Background: an optimization exercise with open tools, aiming at small area. Do not read the settings as production practice. The RTL was checked by simulation tests, not by an equivalence proof against the original design. Power and IR drop assume default switching activity. No driver is modelled on the clock port, so clocking that relies on it looks cheaper here than on a real chip.

Design rhd_recorder, start of the top module:
module rhd_recorder (
    input  wire                        clk,
    input  wire                        rstn,
    input  wire                        record_start,
    input  wire [4-1:0]  miso,
    output logic                       busy,
    output logic                       done,
    output logic                       cs,
    output logic                       sclk,
    output logic                       mosi,
    output rhd_pkg::channel_t          channel,
    output logic                       sample_valid,
    output rhd_pkg::sample_index_t     sample_index,
    output rhd_pkg::sample_t           sample_data
);
Size in the first run: about 4800 cells after synthesis, roughly 4100 flip-flops, roughly 0.087 mm² of cells after synthesis.
export LEC_CHECK = 0
export CAP_MARGIN = 20
export CORE_MARGIN = 2
export CORE_UTILIZATION = 55
export CTS_BUF_LIST = sky130_fd_sc_hd__clkbuf_16
export CTS_CLUSTER_DIAMETER = 70
export CTS_CLUSTER_SIZE = 32
export PLACE_DENSITY = 0.65
export SLEW_MARGIN = 20
create_clock -name core_clock -period 10.0 [get_ports {clk}]
standard.sh (not shown) runs the stock make flow with config.mk's settings and CLKGATE_MAP_FILE= SYNTH_SCRIPT=/design/flow/synth_recipe.tcl, a recipe that flattens the netlist after the stock synthesis.
==> flow/flow/run.sh <==
#!/bin/bash
# Standard layout with two CTS/port-buffer changes: no dummy loads in the
# clock tree, and the smallest buffer on the ports.
set -euo pipefail
cd "$(dirname "$0")/.."
bash standard.sh \
  "CTS_ARGS=-sink_clustering_enable -repair_clock_nets -sink_clustering_size 35 -sink_clustering_max_diameter 90 -buf_list sky130_fd_sc_hd__clkbuf_16 -dont_use_dummy_load" \
  "BUFFER_PORTS_ARGS=-buffer_cell sky130_fd_sc_hd__buf_1" \
  finish > flow_make.log 2>&1
The starting point went through all stages and came out clean.
Change:
--- a/flow/flow/run.sh
+++ b/flow/flow/run.sh
@@ -7 +7 @@
-  "CTS_ARGS=-sink_clustering_enable -repair_clock_nets -sink_clustering_size 35 -sink_clustering_max_diameter 90 -buf_list sky130_fd_sc_hd__clkbuf_16 -dont_use_dummy_load" \
+  "CTS_ARGS=-sink_clustering_enable -repair_clock_nets -sink_clustering_size 35 -sink_clustering_max_diameter 70 -buf_list sky130_fd_sc_hd__clkbuf_16 -dont_use_dummy_load" \
Settings changed: CORE_UTILIZATION 55 to 40, PLACE_DENSITY 0.65 to default.
Outcome: The changed run went through all stages and came out clean; final area grows by 1.3%; count of clock-buffer cells in the layout is higher by 8; wire length is higher by 1.1%; synthesized area does not change; maximum frequency climbs by 2.3%; via count hardly moves; global-route usage came out lower by 3.6 points; total power increases by 0.69%; die area grows by 37%; setup slack improved by 0.14 ns.
Change:
==> flow/flow/run.sh (replaced) <==
#!/bin/bash
# Standard layout with three changes:
#  - synthesis maps logic with an area-only ABC script (flow/abc_area_map.script);
#    everything else in synthesis is the standard script, so the registers are
#    the standard synthesis's;
#  - no dummy loads in the clock tree, larger leaf clusters;
#  - the smallest buffer on the ports.
set -euo pipefail
cd "$(dirname "$0")/.."
rm -rf synth_scripts
cp -r "$FLOW_HOME/scripts" synth_scripts
cp flow/abc_area_map.script synth_scripts/abc_speed.script
bash standard.sh "SCRIPTS_DIR=$PWD/synth_scripts" synth > flow_synth.log 2>&1
bash standard.sh \
  "CTS_ARGS=-sink_clustering_enable -repair_clock_nets -sink_clustering_size 36 -sink_clustering_max_diameter 130 -buf_list sky130_fd_sc_hd__clkbuf_16 -dont_use_dummy_load" \
  "BUFFER_PORTS_ARGS=-buffer_cell sky130_fd_sc_hd__buf_1" \
  finish > flow_make.log 2>&1
==> flow/flow/abc_area_map.script (new file) <==
strash
dc2
dch -f
map -a
topo
Settings changed: CORE_UTILIZATION 40 to 55, PLACE_DENSITY from default to 0.65.
Effect:
- The new run went through all stages and came out clean
- hold slack improved by 0.051 ns
- global-route usage grows by 3.7 points
- design area shrinks by 2.2%
- setup slack got worse by 0.50 ns
- power shrinks by 1.1%

========
rhd_recorder again, from the RTL that the note above started with.
clock: 10.0 ns
lec_check: 0
cap_margin: 20
core_margin: 2
core_utilization: 55
cts_buf_list: sky130_fd_sc_hd__clkbuf_16
cts_cluster_diameter: 70
cts_cluster_size: 32
place_density: 0.65
slew_margin: 20
==> flow/flow/run.sh <==
#!/bin/bash
# Standard layout with three changes:
#  - synthesis maps logic with an area-only ABC script (flow/abc_area_map.script);
#    everything else in synthesis is the standard script, so the registers are
#    the standard synthesis's;
#  - no dummy loads in the clock tree, larger leaf clusters;
#  - the smallest buffer on the ports.
set -euo pipefail
cd "$(dirname "$0")/.."
rm -rf synth_scripts
cp -r "$FLOW_HOME/scripts" synth_scripts
cp flow/abc_area_map.script synth_scripts/abc_speed.script
bash standard.sh "SCRIPTS_DIR=$PWD/synth_scripts" synth > flow_synth.log 2>&1
bash standard.sh \
  "CTS_ARGS=-sink_clustering_enable -repair_clock_nets -sink_clustering_size 35 -sink_clustering_max_diameter 90 -buf_list sky130_fd_sc_hd__clkbuf_16 -dont_use_dummy_load" \
  "BUFFER_PORTS_ARGS=-buffer_cell sky130_fd_sc_hd__buf_1" \
  finish > flow_make.log 2>&1
==> flow/flow/abc_area_map.script <==
strash
dch
map -a
topo
Rerun with:
--- a/flow/flow/run.sh
+++ b/flow/flow/run.sh
@@ -15 +15 @@
-  "CTS_ARGS=-sink_clustering_enable -repair_clock_nets -sink_clustering_size 35 -sink_clustering_max_diameter 90 -buf_list sky130_fd_sc_hd__clkbuf_16 -dont_use_dummy_load" \
+  "CTS_ARGS=-sink_clustering_enable -repair_clock_nets -sink_clustering_size 36 -sink_clustering_max_diameter 90 -buf_list sky130_fd_sc_hd__clkbuf_16 -dont_use_dummy_load" \
==> flow/flow/abc_area_map.script (replaced) <==
strash
dc2
dch -f
map -a
topo
--- a/flow/config.mk
+++ b/flow/config.mk
@@ -10 +10 @@
-export CORE_UTILIZATION = 55
+export CORE_UTILIZATION = 65
@@ -14 +14 @@
-export PLACE_DENSITY = 0.65
+export PLACE_DENSITY = 0.75
Effect:
- worst setup slack loses 510 ps
- sequential power stays flat
- hold slack degrades by 35 ps
- cell count is lower by 4.7%
- final area drops by 0.78%
- critical path depth increases by 3
- via count hardly moves
- wire length increases by 7.1%
Rerun with:
==> flow/flow/run.sh (replaced) <==
#!/bin/bash
# Standard layout with two CTS/port-buffer changes: no dummy loads in the
# clock tree, and the smallest buffer on the ports.
set -euo pipefail
cd "$(dirname "$0")/.."
bash standard.sh \
  "CTS_ARGS=-sink_clustering_enable -repair_clock_nets -sink_clustering_size 37 -sink_clustering_max_diameter 70 -buf_list sky130_fd_sc_hd__clkbuf_16 -dont_use_dummy_load" \
  "BUFFER_PORTS_ARGS=-buffer_cell sky130_fd_sc_hd__buf_1" \
  finish > flow_make.log 2>&1
--- a/flow/config.mk
+++ b/flow/config.mk
@@ -10 +10 @@
-export CORE_UTILIZATION = 65
+export CORE_UTILIZATION = 40
@@ -14 +13,0 @@
-export PLACE_DENSITY = 0.75
removed: flow/flow/abc_area_map.script
Outcome: The new run completed without violations. Area after synthesis rises by about 1.1%. Die area goes up by about 60%. Clock skew increases by 8.1 ps. Non-clock buffer count rises by 6. Worst hold slack improved by 9.8 ps. Global-route usage falls by 7.6 points. Setup slack improves by 400 ps. Utilization shrinks by 26 points. Total power went up by about 0.5%. Critical path depth drops by 4.
Rerun with:
==> flow/flow/run.sh (replaced) <==
#!/bin/bash
# Standard layout with three changes:
#  - synthesis maps logic with an area-only ABC script (flow/abc_area_map.script);
#    everything else in synthesis is the standard script, so the registers are
#    the standard synthesis's;
#  - no dummy loads in the clock tree, larger leaf clusters;
#  - the smallest buffer on the ports.
set -euo pipefail
cd "$(dirname "$0")/.."
rm -rf synth_scripts
cp -r "$FLOW_HOME/scripts" synth_scripts
cp flow/abc_area_map.script synth_scripts/abc_speed.script
bash standard.sh "SCRIPTS_DIR=$PWD/synth_scripts" synth > flow_synth.log 2>&1
bash standard.sh \
  "CTS_ARGS=-sink_clustering_enable -repair_clock_nets -sink_clustering_size 36 -sink_clustering_max_diameter 90 -buf_list sky130_fd_sc_hd__clkbuf_16 -dont_use_dummy_load" \
  "BUFFER_PORTS_ARGS=-buffer_cell sky130_fd_sc_hd__buf_1" \
  finish > flow_make.log 2>&1
==> flow/flow/abc_area_map.script (new file) <==
strash
dch
map -a
topo
--- a/flow/config.mk
+++ b/flow/config.mk
@@ -10 +10 @@
-export CORE_UTILIZATION = 40
+export CORE_UTILIZATION = 55
@@ -13,0 +14 @@
+export PLACE_DENSITY = 0.65
Result: The changed run finished clean. Total power shrinks by about 0.55%. Clock skew falls by 32 ps. Hold slack improved by 18 ps. Count of clock-buffer cells in the layout fell by 5. Sequential cell count is unchanged. Fmax went up by 2.2%. Synthesized area drops by about 0.9%. Global-route usage rises by 3.6 points. Utilization is higher by 16 points. Via count climbs by 2.9%. Cell area came out lower by 1.8%.

-- what the ideal ports hide --
The flow's constraints put no driver on any port. The routed layouts listed below were extracted and timed again, unchanged, in two steps.
Step 1: set_driving_cell puts a clkbuf_16 on clk and a buf_2 on each other input, an assumption about the parent block.
Step 2 times the ports against the registers' clock, not the clock port: input delays grow and output delays shrink by t, the midpoint of the rising clock arrivals with the driver on.
a / b / c = ideal ports / drivers / drivers and shift; a / b = the first two.
run	shift t [ns]	slack for setup (ns)	worst setup path at the end	worst data-port slew with drivers (ns)
the first run of note 1	0.845	3.738 / 3.659 / 4.504	register to output	0.05
the second run of note 1	0.847	3.878 / 3.794 / 4.640	register to output	0.07
the third run of note 1	0.843	3.381 / 3.309 / 4.152	register to output	0.12
the first run of note 2	0.845	3.946 / 3.867 / 4.712	register to output	0.10
the second run of note 2	0.839	3.435 / 3.359 / 4.198	register to output	0.10
the third run of note 2	0.850	3.834 / 3.758 / 4.608	register to output	0.07
the fourth run of note 2	0.851	3.970 / 3.894 / 4.745	register to output	0.09
After both steps every run listed still meets setup and hold.
